What follows belongs to an exercise in optimizing a design on an open flow for small area, a short achievable clock period and few clock cycles per item; a production flow would make more cautious choices. The RTL was checked by simulation tests, not by an equivalence proof against the original design.

Setup of job 101:
==> flow/design.v (excerpt) <==
module sha256_stream_hasher (
  input  wire         clk,
  input  wire         rst_n,
  input  wire         in_tvalid,
  output logic        in_tready,
  input  wire  [7:0]  in_tdata,
  input  wire  [1:0]  in_tuser,
  output logic        out_tvalid,
  input  wire         out_tready,
  output logic [31:0] out_tdata,
  output logic [4:0]  out_tuser,
  output logic        out_tlast
);
export LEC_CHECK = 0
export ABC_AREA = 1
export CAP_MARGIN = 20
export CORE_MARGIN = 2
export CORE_UTILIZATION = 40
export CTS_CLUSTER_DIAMETER = 60
export CTS_CLUSTER_SIZE = 24
export PLACE_DENSITY = 0.6
export SLEW_MARGIN = 20
create_clock -name core_clock -period 11.0 [get_ports {clk}]
standard.sh (not shown) runs the stock make flow with config.mk's settings and CLKGATE_MAP_FILE= SYNTH_SCRIPT=/design/flow/synth_recipe.tcl, a recipe that flattens the netlist after the stock synthesis.
==> flow/flow/run.sh <==
#!/bin/bash
set -euo pipefail
bash standard.sh ADDER_MAP_FILE= "BUFFER_PORTS_ARGS=-buffer_cell sky130_fd_sc_hd__buf_2" \
  SETUP_SLACK_MARGIN=7.5 finish > standard_flow.log 2>&1
Testbench counts of job 101, summed over its fixed seeds: cycles 73,764, bytes 62,512.
## Diff of input files: job 104 against job 101
-- flow/design.v --
<<< job 101, line 81
  logic        h_hold;
  logic [2:0]  idx_r;
  logic [7:0]  idx_oh;      
  logic        err_pend;
  logic [1:0]  err_stat;
>>> job 104, line 81
  logic        h_hold;
  logic [2:0]  idx_r;
  logic        err_pend;
  logic [1:0]  err_stat;
<<< job 101, line 442
    end
  end
  logic [31:0] dig_word;
  always_comb begin
    dig_word = 32'd0;
    for (int i = 0; i < 4; i++) begin
      dig_word = dig_word | ({32{idx_oh[i]}} & ha[i]) | ({32{idx_oh[i+4]}} & he[i]);
    end
  end
  always_ff @(posedge clk) begin
    if (take) begin
      o_data <= err_pend ? 32'd0 : dig_word;
      o_user <= err_pend ? {err_stat, 3'd0} : {sha256_pkg::STAT_DIGEST, idx_r};
      o_last <= err_pend || (idx_r == 3'd7);
>>> job 104, line 441
    end
  end
  always_ff @(posedge clk) begin
    if (take) begin
      o_data <= err_pend ? 32'd0 : (idx_r[2] ? he[idx_r[1:0]] : ha[idx_r[1:0]]);
      o_user <= err_pend ? {err_stat, 3'd0} : {sha256_pkg::STAT_DIGEST, idx_r};
      o_last <= err_pend || (idx_r == 3'd7);
<<< job 101, line 461
      h_hold   <= 1'b0;
      idx_r    <= '0;
      idx_oh   <= 8'd1;
      err_pend <= 1'b0;
      err_stat <= sha256_pkg::STAT_AFTER_FINISH;
>>> job 104, line 453
      h_hold   <= 1'b0;
      idx_r    <= '0;
      err_pend <= 1'b0;
      err_stat <= sha256_pkg::STAT_AFTER_FINISH;
<<< job 101, line 472
      end
      if (take && !err_pend) begin
        idx_r  <= idx_r + 3'd1;
        idx_oh <= {idx_oh[6:0], idx_oh[7]};
      end
      if (do_rep || (ff_r && eng_last)) begin
>>> job 104, line 463
      end
      if (take && !err_pend) begin
        idx_r <= idx_r + 3'd1;
      end
      if (do_rep || (ff_r && eng_last)) begin
--- outcome ---
From job 101 to job 104 the numbers moved as follows: met1 routed wirelength after detailed routing moved up; critical path buffer and inverter count moved up; area growth from synthesis to final layout moved down; total wirelength of the detailed-routed design moved down. Looking at via count of the routed design, job 104 sits above job 101. Logic depth of the worst setup path including buffers in job 104 vs job 101: up 5. Summary of job 104 over job 101: met1 usage picked up an extra 1.2 points; placeable core region picked up an extra 4200 um^2. Summary of job 104 over job 101: met2 track utilization from global routing decreased 2.1 points, register-to-register slack decreased 60 ps, sequential cell count decreased 8. Job 104: full flow OK, the timing, design-rule and antenna checks passed. Job 101 finished every stage and its layout cleared the timing, design-rule and antenna checks. Summary: with job 101 as the reference, wire length of the first global-routing pass in job 104 moved down slightly.
Testbench counts of job 104, summed over its fixed seeds: cycles 73,764, bytes 62,512.

--- another note on this design; it stands on its own ---

== job 7389 ==
## sha256_stream_hasher
module sha256_stream_hasher (
  input  wire         clk,
  input  wire         rst_n,
  input  wire         in_tvalid,
  output logic        in_tready,
  input  wire  [7:0]  in_tdata,
  input  wire  [1:0]  in_tuser,
  output logic        out_tvalid,
  input  wire         out_tready,
  output logic [31:0] out_tdata,
  output logic [4:0]  out_tuser,
  output logic        out_tlast
);
Size in the first run: ~54 I/O pins, about 82,000 um^2 of cells after synthesis.
Settings: LEC_CHECK=0, ABC_AREA=1, CAP_MARGIN=20, CORE_MARGIN=2, CORE_UTILIZATION=40, PLACE_DENSITY=0.6, SLEW_MARGIN=20; clock period 11.0 ns.
standard.sh (not shown) runs the stock make flow with config.mk's settings and CLKGATE_MAP_FILE= SYNTH_SCRIPT=/design/flow/synth_recipe.tcl, a recipe that flattens the netlist after the stock synthesis.
==> flow/flow/run.sh <==
#!/bin/bash
set -euo pipefail
bash standard.sh ADDER_MAP_FILE= finish > standard_flow.log 2>&1
Testbench counts of job 7389, summed over its fixed seeds: cycles 73,764, bytes 62,512.
Input-level comparison between job 5515 and job 7389:
- setting CTS_CLUSTER_DIAMETER to 60 for the first time
- setting CTS_CLUSTER_SIZE to 24 for the first time
==> flow/flow/run.sh <==
#!/bin/bash
set -euo pipefail
bash standard.sh ADDER_MAP_FILE= "BUFFER_PORTS_ARGS=-buffer_cell sky130_fd_sc_hd__buf_2" \
  SETUP_SLACK_MARGIN=7.5 finish > standard_flow.log 2>&1
Findings:
- Delta (job 5515 minus job 7389): count of multi-input gates shows no meaningful change; via density per instance shows an increase of 0.070; setup slack shows an increase of 1290 ps; total die area shows no meaningful change.
- The lower worst-case setup slack after placement of job 5515 and job 7389 is in job 5515.
- Initial antenna violation count for job 5515: 2 up relative to job 7389
- Job 5515 vs job 7389, critical path's slowest cell: edfxtp_1 vs nor2_4
- Job 7389 vs job 5515, path type of the worst setup path: reg -> reg vs reg -> out
Setup changes, job 5515 to job 7847
- CORE_UTILIZATION now 50, was 40
- PLACE_DENSITY now 0.7, was 0.6
## What came out
Each of the runs, namely job 5515 and job 7847, reached the end of the flow and came out clean. On wire length of the first global-routing pass, the lower figure sits with job 7847, not job 5515. Total detailed-routing wirelength is higher on job 5515. Between job 5515 and job 7847, the number of max-cap violations does not differ in any meaningful way. Cmp job 7847 vs job 5515: post-synthesis to final-layout area growth lower in job 7847. [compare] base=job 5515 new=job 7847: simple-gate share of the synthesized area level, worst setup slack after layout moved down.

==> re-timing with driven ports <==
Ports are ideal in the flow. The routed layouts listed here were re-timed in OpenROAD. Step 1 sets driving cells, clkbuf_16 on the clock port and buf_2 on the other inputs (assumed; they add their load-dependent delay and slew). Step 2 moves the port delays by t, midway between the first and last clock arrival at a register: inputs arrive t later, outputs are due t later. That takes back most of the time a late clock gives input paths. a / b / c = ideal ports / drivers / drivers and shift; a / b = the first two.
run	t, ns	slack for setup (ns)	clock arrival spread, ns	worst data-port slew with drivers (ns)	pins driven straight from the clock port
job 101	0.912	7.431 / 7.341 / 6.879	0.059 / 0.059	0.03	1
job 104	0.901	7.420 / 7.358 / 7.090	0.049 / 0.049	0.05	1
job 7389	0.934	6.086 / 6.086 / 6.086	0.046 / 0.046	0.09	1
job 5515	0.920	7.376 / 7.285 / 6.990	0.053 / 0.053	0.06	1
job 7847	0.903	7.210 / 7.124 / 6.816	0.053 / 0.053	0.04	1
After both steps setup and hold are still met in every run listed. The setup slack of job 101, which loses most, moves by -0.090 ns with the drivers and by -0.552 ns with both steps.
